Source: an optimization exercise on an open RTL-to-GDS flow (aim: small area, a short achievable clock period and few clock cycles). Production flows keep margins and buffers that such runs may drop. Only simulation tests tie the RTL to the original design; equivalence was not proved. Power is estimated from default activity; no workload was simulated.

**flow/design.v**
```verilog
`timescale 1ns / 1ps
`default_nettype none
package mpq_pkg;
    localparam int LEVELS_DEF     = 16;
    localparam int CAPACITY_DEF   = 64;
    localparam int ELEM_WIDTH_DEF = 32;
    localparam int LEVEL_W  = 4;
    localparam int STATUS_W = 2;
    localparam logic [LEVEL_W-1:0] LOWEST_RESET = 4'd15;
    typedef enum logic [STATUS_W-1:0] {
        ST_OK        = 2'd0,
        ST_BAD_LEVEL = 2'd1,
        ST_FULL      = 2'd2,
        ST_EMPTY     = 2'd3
    } t_status;
    typedef enum logic [0:0] {
        OP_ENQ = 1'b0,
        OP_DEQ = 1'b1
    } t_op;
    typedef enum logic [3:0] {
        S_IDLE,
        S_ENQ0,
        S_ENQ1,
        S_DEQ0,
        S_DEQ1,
        S_DEQ2,
        S_SCAN,
        S_HEAD0,
        S_HEAD1,
        S_DONE
    } t_state;
endpackage
`default_nettype wire
`timescale 1ns / 1ps
`default_nettype none
module mpq_ram #(
    parameter int WIDTH = 8,
    parameter int DEPTH = 16
) (
    input  logic                     i_clk,
    input  logic                     i_we,
    input  logic [$clog2(DEPTH)-1:0] i_waddr,
    input  logic [WIDTH-1:0]         i_wdata,
    input  logic [$clog2(DEPTH)-1:0] i_raddr,
    output logic [WIDTH-1:0]         o_rdata
);
    logic [WIDTH-1:0] r_mem [DEPTH];
    logic [WIDTH-1:0] r_rdata;
    always_ff @(posedge i_clk) begin
        if (i_we) begin
            r_mem[i_waddr] <= i_wdata;
        end
        r_rdata <= r_mem[i_raddr];
    end
    assign o_rdata = r_rdata;
endmodule
`default_nettype wire
`timescale 1ns / 1ps
`default_nettype none
module multilevel_priority_queue_top #(
    parameter int LEVELS     = mpq_pkg::LEVELS_DEF,
    parameter int CAPACITY   = mpq_pkg::CAPACITY_DEF,
    parameter int ELEM_WIDTH = mpq_pkg::ELEM_WIDTH_DEF
) (
    input  logic                               i_clk,
    input  logic                               i_rst_n,
    input  logic                               i_cfg_we,
    input  logic [mpq_pkg::LEVEL_W-1:0]        i_cfg_data,
    input  logic                               i_in_valid,
    output logic                               o_in_stall,
    input  logic                               i_operation,
    input  logic [ELEM_WIDTH-1:0]              i_element,
    input  logic [mpq_pkg::LEVEL_W-1:0]        i_level,
    output logic                               o_out_valid,
    input  logic                               i_out_stall,
    output logic [mpq_pkg::STATUS_W-1:0]       o_status,
    output logic [ELEM_WIDTH-1:0]              o_removed_element,
    output logic [ELEM_WIDTH-1:0]              o_head_element,
    output logic [mpq_pkg::LEVEL_W-1:0]        o_head_level,
    output logic [$clog2(CAPACITY+1)-1:0]      o_count,
    output logic                               o_is_empty
);
    localparam int LW    = mpq_pkg::LEVEL_W;
    localparam int CNT_W = $clog2(CAPACITY+1);
    localparam int RES_W = mpq_pkg::STATUS_W + 2*ELEM_WIDTH + LW + CNT_W + 1;
    logic                  r_in_v;
    logic                  r_in_op;
    logic [ELEM_WIDTH-1:0] r_in_elem, r_in_elem_n;
    logic [LW-1:0]         r_in_lvl;
    logic [ELEM_WIDTH-1:0] r_elem [CAPACITY];
    logic [CNT_W-1:0]      r_le [LEVELS];
    logic [LW-1:0]         r_lowest;
    logic                  r_out_v, r_skid_v, r_skid_deq;
    logic [RES_W-1:0]      r_out;
    mpq_pkg::t_status      r_skid_st;
    logic                  exec, is_enq, empty, full, bad, enq_ok, deq_ok;
    logic [CNT_W-1:0]      count, pos;
    logic [CAPACITY-1:0]   below;
    logic [LEVELS-1:0]     ge_lvl, nz;
    logic [LEVELS-2:0]     z_after;
    logic [CNT_W-1:0]      n_count;
    mpq_pkg::t_status      st;
    logic [ELEM_WIDTH-1:0] removed, head_elem;
    logic [LW-1:0]         head_lvl;
    logic [RES_W-1:0]      res;
    logic                  out_free;
    assign count  = r_le[LEVELS-1];
    assign exec   = r_in_v && !r_skid_v;
    assign is_enq = (mpq_pkg::t_op'(r_in_op) == mpq_pkg::OP_ENQ);
    assign empty  = (count == '0);
    assign full   = (count == CNT_W'(CAPACITY));
    assign bad    = (r_in_lvl > r_lowest);
    logic                  r_enq_ok, r_deq_ok, r_in_stall, in_stall;
    logic                  nx_cnt_z, nx_cnt_one, nx_full;
    logic [LEVELS-1:0]     nx_z;
    localparam int GRP  = 4;
    localparam int NGRP = CAPACITY / GRP;
    logic [NGRP-1:0]       r_enq_g, r_deq_g;
    logic                  nx_in_v, nx_in_op, nx_skid_v, nx_exec, nx_enq_ok, nx_deq_ok;
    logic [LW-1:0]         nx_in_lvl, nx_lowest;
    logic [CNT_W-1:0]      nx_le [LEVELS];
    assign enq_ok = r_enq_ok;
    assign deq_ok = r_deq_ok;
    logic [CNT_W-1:0] r_pos;
    assign pos = r_pos;
    logic [7:0] pos_hi_gt, pos_hi_eq, pos_lo_gt;
    always_comb begin
        for (int j = 0; j < 8; j++) begin
            pos_hi_gt[j] = (pos[CNT_W-1:3] > 4'(j));
            pos_hi_eq[j] = (pos[CNT_W-1:3] == 4'(j));
            pos_lo_gt[j] = (pos[2:0] > 3'(j));
        end
        for (int i = 0; i < CAPACITY; i++) begin
            below[i] = pos_hi_gt[i/8] || (pos_hi_eq[i/8] && pos_lo_gt[i%8]);
        end
    end
    always_comb begin
        for (int k = 0; k < LEVELS; k++) begin
            ge_lvl[k] = (LW'(k) >= r_in_lvl);
            nz[k]     = (r_le[k] != '0);
        end
    end
    logic empty_after;
    logic r_hnew, r_hzero;
    always_comb begin
        if (r_skid_v) begin
            st = r_skid_st;
        end else if (is_enq) begin
            st = bad ? mpq_pkg::ST_BAD_LEVEL : (full ? mpq_pkg::ST_FULL : mpq_pkg::ST_OK);
        end else begin
            st = empty ? mpq_pkg::ST_EMPTY : mpq_pkg::ST_OK;
        end
        n_count = nx_le[LEVELS-1];
        if (r_skid_v) begin
            removed = r_skid_deq ? o_head_element : '0;
        end else begin
            removed = deq_ok ? r_elem[0] : '0;
        end
        empty_after = r_hzero;
        if (deq_ok) begin
            head_elem = ~r_elem[1];
        end else if (r_hnew) begin
            head_elem = r_in_elem;
        end else begin
            head_elem = r_elem[0];
        end
        for (int k = 0; k < LEVELS-1; k++) begin
            if (deq_ok) begin
                z_after[k] = (r_le[k] <= CNT_W'(1));
            end else if (enq_ok) begin
                z_after[k] = !nz[k] && !ge_lvl[k];
            end else begin
                z_after[k] = !nz[k];
            end
        end
        head_lvl = '0;
        for (int k = 0; k < LEVELS-1; k++) begin
            if (z_after[k]) begin
                head_lvl = LW'(k + 1);
            end
        end
        if (empty_after) begin
            head_elem = '0;
            head_lvl  = '0;
        end
        res = {st, removed, head_elem, head_lvl, n_count, empty_after};
    end
    logic [CAPACITY-1:0] sel_up, sel_new, en;
    always_comb begin
        for (int i = 0; i < CAPACITY; i++) begin
            if (i == 0) begin
                sel_new[i] = r_enq_g[i/GRP] && !below[i];
                sel_up[i]  = 1'b0;
            end else begin
                sel_new[i] = r_enq_g[i/GRP] && !below[i] && below[(i == 0) ? 0 : i-1];
                sel_up[i]  = r_enq_g[i/GRP] && !below[(i == 0) ? 0 : i-1];
            end
            en[i] = r_deq_g[i/GRP] || (r_enq_g[i/GRP] && !below[i]);
        end
    end
    always_ff @(posedge i_clk) begin
        for (int i = 0; i < CAPACITY; i++) begin
            if (en[i]) begin
                r_elem[i] <= ~(({ELEM_WIDTH{sel_up[i]}} & ((i == 0) ? '0 : r_elem[(i == 0) ? 0 : i-1]))
                             | ({ELEM_WIDTH{r_deq_g[i/GRP]}} & ((i == CAPACITY-1) ? '0 : r_elem[(i == CAPACITY-1) ? 0 : i+1]))
                             | ({ELEM_WIDTH{sel_new[i]}} & ((i % 2 == 1) ? r_in_elem : r_in_elem_n)));
            end
        end
    end
    assign out_free = !r_out_v || !i_out_stall;
    always_comb begin
        nx_in_v   = in_stall ? r_in_v : i_in_valid;
        nx_in_op  = in_stall ? r_in_op : i_operation;
        nx_in_lvl = in_stall ? r_in_lvl : i_level;
        nx_lowest = i_cfg_we ? i_cfg_data : r_lowest;
        nx_skid_v = out_free ? 1'b0 : (r_skid_v || exec);
        for (int k = 0; k < LEVELS; k++) begin
            nx_le[k] = r_le[k];
            if (enq_ok && ge_lvl[k]) begin
                nx_le[k] = r_le[k] + 1'b1;
            end else if (deq_ok && nz[k]) begin
                nx_le[k] = r_le[k] - 1'b1;
            end
        end
        if (!i_rst_n) begin
            nx_in_v   = 1'b0;
            nx_skid_v = 1'b0;
        end
        for (int k = 0; k < LEVELS; k++) begin
            nx_z[k] = (!nz[k] && !(enq_ok && ge_lvl[k])) || (deq_ok && (r_le[k] == CNT_W'(1)));
        end
        nx_cnt_z   = nx_z[LEVELS-1];
        nx_cnt_one = (deq_ok && (count == CNT_W'(2))) || (enq_ok && empty)
                     || (!deq_ok && !enq_ok && (count == CNT_W'(1)));
        nx_full    = (enq_ok && (count == CNT_W'(CAPACITY-1))) || (!deq_ok && full);
        nx_exec   = nx_in_v && !nx_skid_v;
        nx_enq_ok = nx_exec && !nx_in_op && (nx_in_lvl <= nx_lowest)
                    && !nx_full;
        nx_deq_ok = nx_exec && nx_in_op && !nx_cnt_z;
    end
    always_ff @(posedge i_clk) begin
        if (!i_rst_n) begin
            for (int k = 0; k < LEVELS; k++) begin
                r_le[k] <= '0;
            end
            r_lowest <= mpq_pkg::LOWEST_RESET;
            r_out_v  <= 1'b0;
            r_enq_ok <= 1'b0;
            r_deq_ok <= 1'b0;
            r_enq_g  <= '0;
            r_hnew   <= 1'b0;
            r_hzero  <= 1'b1;
            r_deq_g  <= '0;
        end else begin
            for (int k = 0; k < LEVELS; k++) begin
                r_le[k] <= nx_le[k];
            end
            r_lowest <= nx_lowest;
            if (out_free) begin
                r_out_v <= r_skid_v || exec;
            end
            r_enq_ok <= nx_enq_ok;
            r_deq_ok <= nx_deq_ok;
            r_hnew   <= nx_enq_ok && nx_z[nx_in_lvl];
            r_hzero  <= nx_deq_ok ? nx_cnt_one : (!nx_enq_ok && nx_cnt_z);
            for (int g = 0; g < NGRP; g++) begin
                r_enq_g[g] <= nx_exec && !nx_in_op && (nx_in_lvl <= nx_lowest)
                              && !nx_full && (nx_le[LEVELS-1] >= CNT_W'(g*GRP));
                r_deq_g[g] <= nx_exec && nx_in_op && (nx_le[LEVELS-1] > CNT_W'(g*GRP));
            end
        end
        r_in_v   <= nx_in_v;
        r_pos    <= nx_le[nx_in_lvl];
        r_skid_v <= nx_skid_v;
        r_in_stall <= nx_in_v && nx_skid_v;
    end
    always_ff @(posedge i_clk) begin
        if (!in_stall) begin
            r_in_op     <= i_operation;
            r_in_elem   <= i_element;
            r_in_elem_n <= ~i_element;
            r_in_lvl    <= i_level;
        end
        if (out_free) begin
            r_out <= res;
        end
        if (!out_free && exec) begin
            r_skid_st  <= st;
            r_skid_deq <= deq_ok;
        end
    end
    assign in_stall   = r_in_v && r_skid_v;
    assign o_in_stall = r_in_stall;
    assign {o_status, o_removed_element, o_head_element, o_head_level, o_count, o_is_empty} = r_out;
    assign o_out_valid = r_out_v;
endmodule
`default_nettype wire
```
**flow/flow/run.sh**
```bash
#!/bin/bash
# Layout flow: the standard ORFS flow (standard.sh), unchanged scripts,
# with a few extra ORFS settings passed to make:
#  - BUFFER_PORTS_ARGS: buffer every input and output port, as the standard
#    flow does, but with buf_4 rather than the default pick (a delay buffer).
# Everything make prints goes to standard.log; ORFS keeps its per-step logs
# under orfs/logs.
set -euo pipefail
bash standard.sh \
  SETUP_SLACK_MARGIN=6.4 \
  TNS_END_PERCENT=100 \
  "BUFFER_PORTS_ARGS=-buffer_cell sky130_fd_sc_hd__buf_4" \
  finish > standard.log 2>&1
```
**flow/standard.sh**
```bash
#!/bin/bash
# synth_recipe.tcl (not shown) runs the flow's synth.tcl, then flattens the netlist and writes it again
# the make line also repeats each setting of config.mk as NAME=value (left out here)
make -C /OpenROAD-flow-scripts/flow DESIGN_CONFIG=/design/flow/config.mk WORK_HOME=/design/flow/orfs CLKGATE_MAP_FILE= SYNTH_SCRIPT=/design/flow/synth_recipe.tcl "${@:-finish}"
```
**flow/config.mk**
```make
export PLATFORM = sky130hd
export DESIGN_NAME = multilevel_priority_queue_top
export DESIGN_NICKNAME = multilevel_priority_queue_top
export VERILOG_FILES = /design/flow/design.v
export SDC_FILE = /design/flow/constraint.sdc
export NUM_CORES = 4
export LEC_CHECK = 0
export CAP_MARGIN = 20
export CELL_PAD_IN_SITES_DETAIL_PLACEMENT = 1
export CELL_PAD_IN_SITES_GLOBAL_PLACEMENT = 1
export CORE_MARGIN = 2
export CORE_UTILIZATION = 40
export CTS_CLUSTER_DIAMETER = 60
export CTS_CLUSTER_SIZE = 30
export PLACE_DENSITY = 0.5
export SLEW_MARGIN = 65
```
**flow/constraint.sdc**
```tcl
create_clock -name core_clock -period 10.0 [get_ports {i_clk}]
set_input_delay 2.0000 -clock core_clock [delete_from_list [all_inputs] [get_ports {i_clk}]]
set_output_delay 2.0000 -clock core_clock [all_outputs]
set_load 0.01 [all_outputs]
```
==> results of run 1 <==
-- layout by cell type, fill, tap and decap left out, types with 40 or more instances in the layout --
cell type	netlist	final
edfxtp_1	2193	2193
buf_8	0	79
nand3_1	42	40
nand2_1	251	247
or2_4	0	46
ha_1	64	64
a22oi_1	121	121
clkbuf_16	0	213
and2_1	97	89
and3_1	60	42
nor2_1	165	139
buf_4	3	236
a22o_1	136	136
buf_12	0	41
nor2b_1	49	43
buf_6	5	92
buf_16	0	80
xnor2_1	52	46
dfxtp_1	167	141
inv_1	105	102
a222oi_1	1794	1794
a21oi_1	337	300
o21ai_0	46	43
a211oi_1	77	70
-- kinds of logic (layout without fill, tap and decap cells) --
kind of cell	count (synthesis)	count (layout)	synth area share (%)
compound gates	2748	2748	23.29
xor+xnor	76	76	0.6340
fa+ha+maj	64	64	0.7627
buf+inv	1143	1034	4.224
flops	2360	2360	65.91
mux	42	42	0.4410
other cells	0	5	0
simple gates	949	949	4.736
-- metal layers --
| layer | wire, um | vias up | track usage, % |
|---|---|---|---|
| met4 | 15990 | 0 | 10.58 |
| met3 | 50450 | 585 | 6.769 |
| li1 | - | 32290 | - |
| met2 | 197500 | 5167 | 48.55 |
| met1 | 190200 | 42980 | 48.70 |
| met5 | 0 | - | 0 |
-- how the worst max path moves through the flow --
stage	to	startpoint	cells after the start
floorplan	r_pos[6]	i_level[2]	7
global placement	r_hzero	i_rst_n	6
detailed placement	r_enq_g[13]	i_cfg_we	11
CTS	o_removed_element[0]	r_out[44]	1
global route	o_head_element[0]	r_out[12]	2
finish	o_removed_element[0]	r_out[44]	1
-- final cells by class --
| class | instances | area, um^2 | share of cell area (%) |
|---|---|---|---|
| Tap cell | 3515 | 4398 | 3.635 |
| Sequential cell | 2360 | 69270 | 57.26 |
| Antenna cell | 5 | 12.51 | 0.01034 |
| Clock buffer | 223 | 5388 | 4.453 |
| Timing Repair Buffer | 546 | 7142 | 5.903 |
| Clock inverter | 158 | 1804 | 1.491 |
| Inverter | 107 | 409.1 | 0.3382 |
| Multi-Input combinational cell | 3879 | 32560 | 26.91 |
-- sequential cells by signal, summed over array words and instances (netlist names), 2 cells and up --
name and cells:
r_le 112, r_skid_st 2, r_lowest 4, r_in_elem 32, r_enq_g 16, r_deq_g 16, r_in_elem_n 32, r_in_lvl 4
r_out 78, r_pos 7, r_elem 2048
-- through the flow --
| stage | area [um^2] | std cells | total power, mW | util, % | hold slack, ns |
|---|---|---|---|---|---|
| 3_3_place_gp | 108800 | 10240 | 11.98 | 41.54 | 0.5521 |
| 2_1_floorplan | 105000 | 7382 | 11.42 | - | 0.4064 |
| 4_1_cts | 120100 | 10760 | 20.82 | 45.86 | 0.5429 |
| 3_5_place_dp | 112600 | 10360 | 12.06 | 43.01 | 0.5224 |
| 6_report | 121000 | 10790 | 20.73 | 46.21 | 0.5302 |
| 5_1_grt | 121000 | 10790 | 21.19 | 46.21 | 0.5874 |
-- power by group through the flow --
stage                     Clock [mW]  Sequential (mW)  Combinational (mW)
after floorplan                    0             11.0               0.390
after global placement             0             11.1               0.915
after detailed placement           0             11.1               0.992
after CTS                       8.96             10.8                1.03
after global routing            9.26             10.8                1.09
final                           8.83             10.8                1.07
-- repair_timing --
action | CTS | global route
pin swaps | 0 | 0
gates cloned | 0 | 0
buffers inserted | 12 | 4
resized for setup | 33 | 3
hold buffers | 0 | 0
endpoints found under the setup margin | 28 | 23
==> metrics.md, run 1 <==
| Metric | Value |
|---|---|
| Outcome | finished clean |
| Area delta synth->final | 15.23% |
| CTS tree | done |
| Clock sink count | 2360 |
| I/O Pins | ~130 |
| Slew Limit Fails | 0 |
| Core Area | 261800 um^2 |
| Total GRT Usage | approximately 33% |
| Flop pwr share | 52.3% |
| Top post-synthesis cells by count | edfxtp_1 (2193), a222oi_1 (1794), clkbuf_1 (935) |
| CP max stage delay | 0.69 ns |
| Setup violators final | 0 |
| Chip width | a little over 500 um |
| Syn_nets | 7492 |
| Reg-to-reg startpoint | r_le[15][0] |
| Synth top area cells | edfxtp_1 (63%), a222oi_1 (17%), clkbuf_1 (3.3%) |
| Setup slack after layout | 6.193 ns |
| Vias | 81.02k |
| Slew margin rel. | 60.94% |
| Clock latency (worst-skew pair) | 0.92 ns |
| Worst Reg2Reg Path Length in Cells | 10 |
| Layout cells sized above 1 | 17.24% |
| Inserted Clock Buffers | 210 |
| Leakage | approximately 37 nW |
| Period utilization | 38.07% |
| Critical path arrival | between 1.5 and 2 ns |
| Fill cells | around 25k |
| Number of synthesized flops with an enable pin | 2193 |
| PD cells | 171.4 nW/um^2 |
| Hold_sp | r_lowest[3] |
| WHS Endpoint | r_lowest[3] |
| Largest net degree at the start of global routing | just over 80 |
| Netlist Area Pre-Place | between 100000 and 150000 um^2 |
| Clock power share | 42.6% |
| Initial antenna violation count | 10 |
| WL/cell | roughly 42 um |
| Fin crit period | 3.807 ns |
| Initial Utilization | around 40% |
| Cell taking the most area after synthesis | edfxtp_1 |
| Tightest Pin Transition | 0.5859 ns |
| Comb power frac | 5.1% |
| Total Wirelength | 454100 um |
| Avg Synthesized Cell Area | 14.22 um^2 |
| Worst Skew | 0.07139 ns |
| Number of remaining DRC errors | 0 |
| R2R Path End | r_pos[6] |
| Count leader, synth | edfxtp_1 |
| Global-route wire length before repair | 635500 um |
| NetSw | between 5 and 6 mW |
| VDD IR max | 0.0001644 V |
| DR pass1 iterations | 15 |
| Clock transition at path regs | about 0.080 ns |
| Hold Path Stages | 2 |
| Endpoints failing hold | 0 |
| Die H | around 520 um |
| Pint | 15.56 mW |
| Root buffer cell | clkbuf_16 |
| Antenna viol nets, final | 0 |
| CP max stage cell | edfxtp_1 |
| Number of buffers and inverters on the critical path | 1 |
| Endpoint class of the critical path | primary output |
| Critical path type | reg -> out |
| Die Footprint | 266600 um^2 |
| Number of core rows | 188 |
| HPWL Detailed | between 200000 and 300000 um |
| Vias in the first global route | 78.68k |
| Number of DRC markers in iteration 0 | 20.89k |
| RSZ-0062 raised after global routing | true |
| Post-synthesis sequential area ratio | 65.91% |
| Synth warn | 4 |
| Pre-CTS WS | around 5.9 ns |
| Reg2Reg Setup Slack | between 6 and 7 ns |
| Nets | between 7k and 8k |
| H-tree levels | 4 |
| Hold WC Path Type | reg -> reg |
| Final setup TNS | 0 ns |
| Main synth FF type | edfxtp_1 |
| Clk buf depth | 4 |
| Final GP Congestion | 0.8873 |
| Max frequency | 262.7 MHz |
| Net Sw Frac | ~25% |
| Top cell type's share of synthesized area | 62.72% |
| Worst Path Max Fanout | 1 |
| Total gr overflow | 0 |
| Synth Instances | 7382 |
| CP Data Required Time | 8.00 ns |
| CP startpoint kind | flop |
| Crit path cell chain | buf_6 |
| Maxcap violations | 0 |
| Yosys cell types | about 110 |
| CP delay by family, top | flip-flops |
| Vias per cell | roughly 7.5 |
| #FFs+latches synth | roughly 2.4k |
| Port Buf Inserts | 125 |
| Ys async rst share | 0% |
Testbench counts, summed over its fixed seeds: cycles 12,016.
==> run 2: changes to the inputs <==
==> flow/flow/run.sh (replaced) <==
#!/bin/bash
# Layout flow: the standard ORFS flow (standard.sh), unchanged scripts,
# with a few extra ORFS settings passed to make:
#  - BUFFER_PORTS_ARGS: buffer every input and output port, as the standard
#    flow does, but with buf_4 rather than the default pick (a delay buffer);
#  - FASTROUTE_TCL: flow/fastroute.tcl, the platform's global routing setup
#    with less met1/met2 capacity offered to the global router.
# Everything make prints goes to standard.log; ORFS keeps its per-step logs
# under orfs/logs.
set -euo pipefail
bash standard.sh \
  SETUP_SLACK_MARGIN=6.4 \
  TNS_END_PERCENT=100 \
  "BUFFER_PORTS_ARGS=-buffer_cell sky130_fd_sc_hd__buf_4" \
  "FASTROUTE_TCL=$PWD/flow/fastroute.tcl" \
  finish > standard.log 2>&1
==> flow/flow/fastroute.tcl (new file) <==
# Global routing setup: as the platform's fastroute.tcl, but with less of
# met1 and met2 offered to the global router, so that more signal routing
# goes to met3/met4 and the detailed router has room for pin access.
set_global_routing_layer_adjustment met1 0.6
set_global_routing_layer_adjustment met2 0.35
set_global_routing_layer_adjustment met3-$::env(MAX_ROUTING_LAYER) 0.2

set_routing_layers -clock $::env(MIN_CLK_ROUTING_LAYER)-$::env(MAX_ROUTING_LAYER)
set_routing_layers -signal $::env(MIN_ROUTING_LAYER)-$::env(MAX_ROUTING_LAYER)
==> run 2 against run 1 <==
Effect of this change: critical path depth rose by 1; sequential power barely moved; routed wire length is 0.28% higher; global-route usage is 11 points higher; fmax down 0.32%; sequential share of layout area down 0.30 points; synthesized cell count is the same; cell count up 0.31%; power is 1.2% higher; largest cell class unchanged; highest routed layer is now met5.
==> metrics.md, run 2 <==
| Metric | Value |
|---|---|
| Avg Synthesized Cell Area | between 10 and 15 um^2 |
| Period utilization | a little under two fifths |
| CP Data Required Time | around 8.0 ns |
| Commonest non-fill, non-tap cell in the layout | edfxtp_1 |
| Top post-synthesis cells by count | edfxtp_1 (2193), a222oi_1 (1794), clkbuf_1 (935) |
| Top cell type's share of synthesized area | 62.72% |
| Total GRT Usage | between 40 and 50% |
| NetSw | 5.225 mW |
| Yosys cell types | 105 |
| Setup violators final | 0 |
| Critical path type | reg -> out |
| Area delta synth->final | 15.86% |
| Number of buffers and inverters on the critical path | 2 |
| H-tree levels | 4 |
| Final Util | a little under half |
| Top reg by flops | r_elem |
| Synth warn | 4 |
| Outcome | finished clean |
| CP delay by family, top | flip-flops |
| Pint | 15.76 mW |
| Clock transition at path regs | about 0.070 ns |
| Ys async rst share | 0% |
| Number of remaining DRC errors | 0 |
| Crit path cell chain | buf_6 -> buf_6 |
| Clk buf depth | 4 |
| Total Wirelength | 455400 um |
| Port Buf Inserts | approximately 130 |
| Critical path arrival | 1.82 ns |
| Max reg flops | 2048 |
| #FFs+latches synth | 2360 |
| Leakage | 36.99 nW |
| Slew margin rel. | 64.79% |
| Number of DRC markers in iteration 0 | 11.52k |
| RSZ-0062 raised after global routing | true |
| Antenna viol nets, final | 0 |
| Post-CTS Hold Buffers | 0 |
| PD cells | 172.5 nW/um^2 |
| CP max stage delay | 0.55 ns |
| Vias per cell | 7.322 |
| Placed cell area | roughly 110000 um^2 |
| Synth Instances | 7382 |
| Vias | 79.26k |
| Multi-input gate area | 32680 um^2 |
| Vias in the first global route | 86.18k |
| Core Area | 261800 um^2 |
| Layout cells sized above 1 | 17.70% |
| Commonest non-fill, non-tap cells in the layout | edfxtp_1 (2193), a222oi_1 (1794), a21oi_1 (302) |
| Nets | slightly above 7k |
| Comb power frac | 5.2% |
| Fin area | 121600 um^2 |
| Number of core rows | approximately 190 |
| Syn_nets | between 7k and 8k |
| Count leader, synth | edfxtp_1 |
| Maxcap violations | 0 |
| Fin crit period | between 3 and 4 ns |
| WL/cell | 42.07 um |
| Chip width | 516.3 um |
| CP max stage cell | edfxtp_1 |
| Endpoints failing hold | 0 |
| Most used cell, CP | buf_6 |
| Hold WC Path Type | reg -> reg |
| Max frequency | 261.8 MHz |
| Clock latency (worst-skew pair) | 0.93 ns |
| Flop pwr share | 51.7% |
| DR pass1 iterations | 14 |
| Number of synthesized flops with an enable pin | ~2.2k |
| Clock sink count | 2360 |
| Slew Limit Fails | 0 |
| Main synth FF type | edfxtp_1 |
| Endpoint class of the critical path | primary output |
| Post-synthesis sequential area ratio | 65.91% |
| Total gr overflow | 0 |
| Largest net degree at the start of global routing | 110 |
| Die Footprint | 266600 um^2 |
| FF+latch area | 69280 um^2 |
| VDD IR max | 0.0001457 V |
| Biggest regs | r_elem: 2048 flops, r_le: 112 flops, r_out: 78 flops |
| Clock power share | 43.1% |
| Fill cells | 25.16k |
| Inserted Clock Buffers | 219 |
| Final setup TNS | 0 ns |
| HPWL Detailed | 303300 um |
| Netlist Area Pre-Place | 105000 um^2 |
| Tightest Pin Transition | 0.5282 ns |
| Die H | 516.3 um |
| CP startpoint kind | flop |
| Initial Utilization | 40.10% |
| I/O Pins | 126 |
| Global-route wire length before repair | roughly 650000 um |
| Root buffer cell | clkbuf_16 |
| Worst Path Max Fanout | 2 |
| Final GP Congestion | 0.9546 |
| Cell taking the most area after synthesis | edfxtp_1 |
| CTS tree | done |
| Worst Skew | between 0.06 and 0.07 ns |
| Net Sw Frac | 24.90% |
| Synth top area cells | edfxtp_1 (63%), a222oi_1 (17%), clkbuf_1 (3.3%) |
| Initial antenna violation count | 19 |
[run 2: cell counts after synthesis]
Identical to the previous run, type by type.
[run 2: per-layer routing]
metal / vias up / part of all wire [%] / global-route usage, %
met2: 5806 / 42 / 58.42
met4: 45 / 5.8 / 19.23
met5: - / 0.29 / 4.380
li1: 32350 / - / -
met1: 39990 / 35 / 71.72
met3: 1079 / 18 / 29.27
[run 2: timing repair]
action,4_1_cts,5_1_grt
setup buffers,12,1
gates cloned,0,0
pin swaps,0,0
endpoints found under the setup margin,33,31
gates resized for setup,40,8
[run 2: metrics by stage]
step / instances / setup WS (ns) / hold slack [ns] / total power [mW]
finish: 10830 / 6.181 / 0.5546 / 20.98
global placement: 10240 / 5.142 / 0.5274 / 11.99
floorplan: 7382 / 6.439 / 0.4064 / 11.42
global route: 10820 / 6.138 / 0.5827 / 21.50
detailed placement: 10370 / 5.926 / 0.5328 / 12.08
CTS: 10780 / 6.170 / 0.5566 / 21.09
[run 2: cells by family (layout without fill, tap and decap cells)]
kind of cell / after synthesis / after routing / share of synthesized area (%)
and+or+nand+nor: 949 / 949 / 4.736
other: 0 / 10 / 0
adders and majority gates: 64 / 64 / 0.7627
DFF: 2360 / 2360 / 65.91
buffers and inverters: 1143 / 1062 / 4.224
muxes: 42 / 42 / 0.4410
xor gates and xnor gates: 76 / 76 / 0.6340
AOI/OAI and AO/OA: 2748 / 2748 / 23.29
[run 2: worst paths after layout]
path / start / end / slack, ns / cells past startpoint
worst min-delay path: r_lowest[1] / r_lowest[1] / 0.55 / 2
worst max-delay path: r_out[12] / o_head_element[0] / 6.18 / 2
worst max register to register: r_pos[3] / r_elem[34][14] / 6.60 / 10
worst min register to register: r_lowest[1] / r_lowest[1] / 0.55 / 2
[run 2: area by class of cell]
cell class	count	share of cell area [%]
Antenna cell	10	0.02057
Inverter	107	0.3343
Clock inverter	161	1.542
Clock buffer	238	4.616
Multi-Input combinational cell	3879	26.87
Sequential cell	2360	56.96
Tap cell	3515	3.616
Timing Repair Buffer	556	6.047
[run 2: power by group through the flow]
stage | Combinational [mW] | Clock, mW | Sequential [mW]
floorplan | 0.390 | 0 | 11.0
global route | 1.15 | 9.50 | 10.9
global placement | 0.908 | 0 | 11.1
finish | 1.09 | 9.05 | 10.8
CTS | 1.04 | 9.21 | 10.8
detailed placement | 1.00 | 0 | 11.1
[run 2: worst reg2reg max path: stages, from the launching register on]
cell	delay (ns)
dfxtp_2	0.35
buf_6	0.20
o21a_1	0.30
nor2_1	0.33
nand2_1	0.35
a21oi_4	0.20
buf_4	0.23
buf_4	0.38
and3_4	0.45
buf_16	0.22
a222oi_1	0.12
==> run 3: changes to the inputs <==
--- a/flow/config.mk
+++ b/flow/config.mk
@@ -10,7 +10,8 @@
 export CELL_PAD_IN_SITES_GLOBAL_PLACEMENT = 1
 export CORE_MARGIN = 2
 export CORE_UTILIZATION = 40
-export CTS_CLUSTER_DIAMETER = 60
+export CTS_BUF_LIST = sky130_fd_sc_hd__clkbuf_8 sky130_fd_sc_hd__clkbuf_16
+export CTS_CLUSTER_DIAMETER = 70
 export CTS_CLUSTER_SIZE = 30
 export PLACE_DENSITY = 0.5
 export SLEW_MARGIN = 65
==> run 3 against run 2 <==
Effect of this change: still clean on timing, DRC and antenna; sequential power is essentially flat; routed wire length is 0.25% lower; clock power down 11%; first-iteration DRC count is essentially flat; critical path depth unchanged; highest routed layer unchanged.
==> metrics.md, run 3 <==
| Metric | Value |
|---|---|
| Outcome | finished clean |
| Port Buf Inserts | 125 |
| Yosys cell types | 105 |
| Root buffer cell | clkbuf_16 |
| Post-CTS Hold Buffers | 0 |
| Vias per cell | 7.337 |
| DR pass1 iterations | 13 |
| Worst Path Max Fanout | 2 |
| Final GP Congestion | 0.9546 |
| Synth top area cells | edfxtp_1 (63%), a222oi_1 (17%), clkbuf_1 (3.3%) |
| Setup violators final | 0 |
| Cell taking the most area after synthesis | edfxtp_1 |
| Chip width | between 500 and 600 um |
| Crit path cell chain | buf_6 -> buf_6 |
| Fin crit period | between 3 and 4 ns |
| Most used cell, CP | buf_6 |
| Initial antenna violation count | 17 |
| CP startpoint kind | flop |
| Commonest non-fill, non-tap cells in the layout | edfxtp_1 (2193), a222oi_1 (1794), a21oi_1 (302) |
| RSZ-0062 raised after global routing | true |
| Hold_sp | r_lowest[3] |
| Endpoint class of the critical path | primary output |
| Post-Synth Adder-Cell Area | less than 1% |
| Antenna viol nets, final | 0 |
| Biggest regs | r_elem: 2048 flops, r_le: 112 flops, r_out: 78 flops |
| Synth Instances | between 7k and 8k |
| Top post-synthesis cells by count | edfxtp_1 (2193), a222oi_1 (1794), clkbuf_1 (935) |
| Top reg by flops | r_elem |
| I/O Pins | 126 |
| Synth Area in XOR/XNOR | less than 1% |
| CP max stage cell | edfxtp_1 |
| Top cell type's share of synthesized area | a little over three fifths |
| Largest net degree at the start of global routing | 110 |
| Total Wirelength | 454300 um |
| Critical path type | reg -> out |
| Number of core rows | 188 |
| PD cells | 165.8 nW/um^2 |
| Max frequency | 264.8 MHz |
| H-tree levels | 4 |
| Clk buf depth | 4 |
| CTS tree | done |
| Clock latency (worst-skew pair) | 0.90 ns |
| Clock sink count | approximately 2.4k |
| CP max stage delay | ~0.54 ns |
| Syn_nets | 7492 |
| Number of remaining DRC errors | 0 |
| Nets | 7191 |
| Slew Limit Fails | 0 |
| Endpoints failing hold | 0 |
| Avg Synthesized Cell Area | 14.22 um^2 |
| Core Area | approximately 260000 um^2 |
| Count leader, synth | edfxtp_1 |
| Leakage | between 30 and 40 nW |
| Total GRT Usage | 43.83% |
| Maxcap violations | 0 |
| HPWL Detailed | ~300000 um |
| #FFs+latches synth | 2360 |
| Final setup TNS | 0 ns |
| Die Footprint | 266600 um^2 |
| Inserted Clock Buffers | between 150 and 200 |
| Main synth FF type | edfxtp_1 |
| Initial Utilization | 40.10% |
| Tightest Pin Transition | 0.5398 ns |
| Max reg flops | 2048 |
| WL/cell | 42.27 um |
| Fin area | 120300 um^2 |
| Reg-to-reg startpoint | r_le[15][1] |
| Area delta synth->final | 14.61% |
| Commonest non-fill, non-tap cell in the layout | edfxtp_1 |
| Post-synthesis sequential area ratio | 65.91% |
| Vias | 78.85k |
| Compound-gate portion of the synthesized area | 23.29% |
| VDD IR max | 0.0001427 V |
| Layout cells sized above 1 | 16.96% |
| Clock transition at path regs | 0.08 ns |
| Post-Synth Simple-Gate Area | 4.736% |
| Number of synthesized flops with an enable pin | 2193 |
| Period utilization | between 30% and 40% |
| Number of DRC markers in iteration 0 | about 12k |
| CP startpoint | r_out[12] |
| Largest family of logic cells by synthesized area | compound AO/OA/AOI/OAI gates |
| Placed cell area | 112800 um^2 |
| Hold WC Path Type | reg -> reg |
| Vias in the first global route | 85.45k |
| Total gr overflow | 0 |
| CP Data Required Time | 8.00 ns |
| Mux contribution to synthesized area | 0.4409% |
| Die H | around 520 um |
| Global-route wire length before repair | 645000 um |
| Netlist Area Pre-Place | 105000 um^2 |
| Worst Skew | 0.08196 ns |
| Critical path arrival | 1.78 ns |
| Synth warn | 4 |
| Ys async rst share | 0% |
| Slew margin rel. | 64.01% |
## run 3: changes by cell type in the layout (fill, tap and decap cells not counted), sizes merged
cell	change
bufinv	-6
clkbuf	-55
clkinv	-9
clkinvlp	-4
inv	-5
## run 3: cells by family after synthesis
kind of cell / after synthesis
AOI/OAI and AO/OA: 2748
xor gates and xnor gates: 76
adders and majority gates: 64
buffers and inverters: 1143
DFF: 2360
muxes: 42
and+or+nand+nor: 949
## run 3: repair_timing
item	4_1_cts	5_1_grt
gates cloned	0	0
resized for setup	37	6
setup buffers	11	0
endpoints found under the setup margin	30	25
## run 3: through the flow
step	hold slack (ns)	instances	total power, mW	utilization, %	worst slack [ns]
finish	0.5558	10750	19.95	45.96	6.223
CTS	0.5595	10700	20.06	45.56	6.197
detailed placement	0.5328	10370	12.08	43.07	5.926
global route	0.5813	10740	20.44	45.95	6.174
global placement	0.5274	10240	11.99	41.55	5.142
floorplan	0.4064	7382	11.42	-	6.439
## run 3: worst paths after layout
| kind | cells past startpoint | slack, ns | to |
|---|---|---|---|
| max | 2 | 6.22 | o_head_element[0] |
| min | 2 | 0.56 | r_lowest[3] |
| max reg2reg | 10 | 6.63 | r_pos[6] |
| min reg2reg | 2 | 0.56 | r_lowest[3] |
## run 3: per-layer routing
metal	vias to the layer above	wire, um	GRT usage (%)
met4	54	26560	19.15
met1	39770	156100	71.92
met2	5741	188700	58.41
met3	1086	81440	29.01
li1	32200	-	-
met5	-	1461	3.749
## run 3: worst max-delay path, delay by kind of cell (launching register included)
kind	cells	cell delay, ns
flops	1	0.54
buf+inv	2	0.36
## run 3: layout make-up
cell class | instances | area (um^2)
antenna | 10 | 25.02
fill | 25210 | 141500
clock inverter | 137 | 1630
timing repair buffer | 554 | 7301
inverter | 107 | 406.6
multi-input combinational | 3879 | 32680
clock buffer | 185 | 4607
tap | 3515 | 4398
sequential | 2360 | 69280
## run 3: power by group
part	internal (mW)	total [mW]	leakage, nW	switching [mW]
Clock	3.89	8.01	3.05	4.13
Sequential	10.7	10.8	22.4	0.103
Combinational	0.300	1.09	10.9	0.790
==> run 4: changes to the inputs <==
--- a/flow/config.mk
+++ b/flow/config.mk
@@ -9,9 +9,8 @@
 export CELL_PAD_IN_SITES_DETAIL_PLACEMENT = 1
 export CELL_PAD_IN_SITES_GLOBAL_PLACEMENT = 1
 export CORE_MARGIN = 2
-export CORE_UTILIZATION = 40
-export CTS_BUF_LIST = sky130_fd_sc_hd__clkbuf_8 sky130_fd_sc_hd__clkbuf_16
-export CTS_CLUSTER_DIAMETER = 70
+export CORE_UTILIZATION = 50
+export CTS_CLUSTER_DIAMETER = 60
 export CTS_CLUSTER_SIZE = 30
-export PLACE_DENSITY = 0.5
+export PLACE_DENSITY = 0.58
 export SLEW_MARGIN = 65
==> run 4 against run 3 <==
Effect of this change: setup slack improved by 0.017 ns; sequential share of layout area rose by 0.72 points; combinational power down 4%; still clean on timing, DRC and antenna; critical endpoint is now o_removed_element[0]; power is 0.59% lower.
==> metrics.md, run 4 <==
| Metric | Value |
|---|---|
| Endpoints failing hold | 0 |
| Critical path type | reg -> out |
| Setup slack after layout | 6.240 ns |
| WHS Endpoint | r_lowest[3] |
| Layout cells sized above 1 | approximately 17% |
| Setup violators final | 0 |
| Inserted Clock Buffers | about 180 |
| Post-synthesis sequential area ratio | around 66% |
| Maxcap violations | 0 |
| WL/cell | 42.36 um |
| I/O Pins | approximately 130 |
| Slew Limit Fails | 0 |
| Number of remaining DRC errors | 0 |
| Period utilization | 37.60% |
| Antenna viol nets, final | 0 |
| Total gr overflow | 0 |
| Port Buf Inserts | about 130 |
| Synth warn | 4 |
| Endpoint class of the critical path | primary output |
| Number of synthesized flops with an enable pin | 2193 |
| Top post-synthesis cells by count | edfxtp_1 (2193), a222oi_1 (1794), clkbuf_1 (935) |
| Total Wirelength | 424600 um |
| Fill cells | ~19k |
| Number of core rows | 168 |
| Initial Utilization | 50.20% |
| Syn_nets | 7492 |
| Core Area | 209200 um^2 |
| Area delta synth->final | 13.19% |
| Clk buf depth | 3 |
| Worst Path Max Fanout | 1 |
| Avg Synthesized Cell Area | 14.22 um^2 |
| Chip width | 462.2 um |
| Fin crit period | ~3.8 ns |
| Placed cell area | 111000 um^2 |
| Vias per cell | 8.019 |
| R2R Path End | r_elem[48][17] |
| Max frequency | around 270 MHz |
| Post-CTS Hold Buffers | 0 |
| Hold WC Path Type | reg -> reg |
| Clock sink count | between 2k and 2.5k |
| Max reg flops | 2048 |
| #FFs+latches synth | 2360 |
| Reg2Reg Setup Slack | approximately 6.6 ns |
| Outcome | finished clean |
| Slew margin rel. | 62.62% |
| Largest net degree at the start of global routing | between 80 and 90 |
| Total GRT Usage | between 50% and 60% |
| Reg-to-reg startpoint | r_pos[2] |
| Vias in the first global route | just under 90k |
| Die Footprint | ~210000 um^2 |
| Hold_sp | r_lowest[3] |
| Cell taking the most area after synthesis | edfxtp_1 |
| Top cell type's share of synthesized area | 62.72% |
| Fin area | 118800 um^2 |
| Worst Reg2Reg Path Length in Cells | 10 |
| Hold Path Stages | 2 |
| Synth top area cells | edfxtp_1 (63%), a222oi_1 (17%), clkbuf_1 (3.3%) |
| Final setup TNS | 0 ns |
| Leakage | 36.12 nW |
| Main synth FF type | edfxtp_1 |
| Die H | 462.2 um |
| Commonest non-fill, non-tap cells in the layout | edfxtp_1 (2193), a222oi_1 (1794), a21oi_1 (301) |
| Clock latency (worst-skew pair) | between 0.8 and 0.9 ns |
| Global-route wire length before repair | roughly 610000 um |
| Commonest non-fill, non-tap cell in the layout | edfxtp_1 |
| Critical path arrival | 1.76 ns |
| Synth Instances | 7382 |
| VDD IR max | around 0.00019 V |
| Tightest Pin Transition | 0.5567 ns |
| CP Data Required Time | 8.00 ns |
| Number of DRC markers in iteration 0 | 12.82k |
| PD cells | 166.9 nW/um^2 |
| Final GP Congestion | around 1 |
| HPWL Detailed | 278000 um |
| Root buffer cell | clkbuf_16 |
| DR pass1 iterations | 15 |
| Initial antenna violation count | 32 |
| Ys async rst share | 0% |
| Netlist Area Pre-Place | 105000 um^2 |
| Biggest regs | r_elem: 2048 flops, r_le: 112 flops, r_out: 78 flops |
| Worst Skew | 0.06639 ns |
| Top reg by flops | r_elem |
| CP startpoint kind | flop |
| RSZ-0062 raised after global routing | true |
| Pre-CTS WS | 5.896 ns |
| Nets | 7162 |
| Overall Power | ~20 mW |
| H-tree levels | 4 |
| Yosys cell types | 105 |
| Vias | 80.38k |
| CTS tree | done |
| Count leader, synth | edfxtp_1 |
| Clock transition at path regs | around 0.090 ns |
## run 4: cell counts after synthesis
No cell type changed its count.
## run 4: cells by family after synthesis
kind of cell | after synthesis | synth area share [%]
buffers and inverters | 1143 | 4.224
AO/OA/AOI/OAI | 2748 | 23.29
AND/OR/NAND/NOR | 949 | 4.736
flip-flops | 2360 | 65.91
adder cells (fa/ha/maj) | 64 | 0.7627
XOR/XNOR | 76 | 0.6340
multiplexers | 42 | 0.4410
## run 4: timing repair
item | CTS | global route
gates resized for setup | 12 | 2
buffers inserted | 2 | 0
setup endpoints to repair | 11 | 9
## run 4: layout make-up
type,count,area (um^2),area share [%]
inverters,107,406.6,0.3422
clock buffers,195,4698,3.954
well taps,2805,3510,2.953
multi-input cells,3879,32550,27.39
clock inverters,135,1643,1.382
diodes,16,40.04,0.03369
flip-flops and latches,2360,69280,58.30
repair buffers,527,6713,5.649
## run 4: how the worst max path moves through the flow
stage,start,to,slack (ns)
after CTS,r_out[44],o_removed_element[0],6.20
after global routing,r_out[12],o_head_element[0],6.22
final,r_out[44],o_removed_element[0],6.24
after floorplan,i_level[2],r_pos[6],6.44
after detailed placement,i_level[2],r_pos[5],5.90
after global placement,i_rst_n,r_hzero,5.29
## run 4: report_power, final
| part | internal [mW] | switching, mW | total [mW] |
|---|---|---|---|
| Combinational | 0.279 | 0.770 | 1.05 |
| Sequential | 10.7 | 0.0833 | 10.8 |
| Clock | 3.93 | 4.03 | 7.96 |
## run 4: routing by layer
metal / track usage (%) / up-vias / wire [um]
li1: - / 32140 / -
met2: 67.84 / 6657 / 180000
met4: 29.79 / 87 / 30230
met5: 8.982 / - / 1825
met3: 35.71 / 1523 / 77830
met1: 76.81 / 39970 / 134800
## run 4: stage by stage
step,hold WS (ns),instances,utilization (%)
final,0.5428,10020,56.82
after detailed placement,0.5117,9627,53.07
after floorplan,0.4064,7382,-
after global routing,0.5788,10020,56.81
after CTS,0.5388,9959,56.13
after global placement,0.5309,9519,51.51
## run 4: critical path: stages, from the launching register on
cell      delay [ns]
edfxtp_1        0.54
buf_8           0.22
buf_6           0.12

## port drivers added, routing unchanged
The results above use ideal ports. As a check the final layouts listed here were re-extracted and re-timed, cells and wires unchanged.
Step 1 (the two cells are an assumption about what drives the block):
set clk [get_ports {i_clk}]
set_driving_cell -lib_cell sky130_fd_sc_hd__clkbuf_16 $clk
set_driving_cell -lib_cell sky130_fd_sc_hd__buf_2 [delete_from_list [all_inputs] $clk]
Step 2 also shifts input and output timing later by t, the mid clock arrival at the registers, as if the neighbouring blocks saw the same clock.
a / b / c = no drivers / after step 1 / after step 2; a / b = the first two.
run	shift t [ns]	setup slack, ns	hold slack, ns
run 1	0.979	6.193 / 6.097 / 5.815	0.530 / 0.530 / 0.530
run 2	1.002	6.181 / 6.073 / 5.902	0.555 / 0.555 / 0.555
run 3	0.962	6.223 / 6.125 / 5.904	0.556 / 0.556 / 0.556
run 4	0.955	6.240 / 6.134 / 5.860	0.543 / 0.543 / 0.543
After both steps every run listed still meets setup and hold. The setup slack of run 4, which loses most, moves by -0.106 ns with the drivers and by -0.380 ns with both steps.
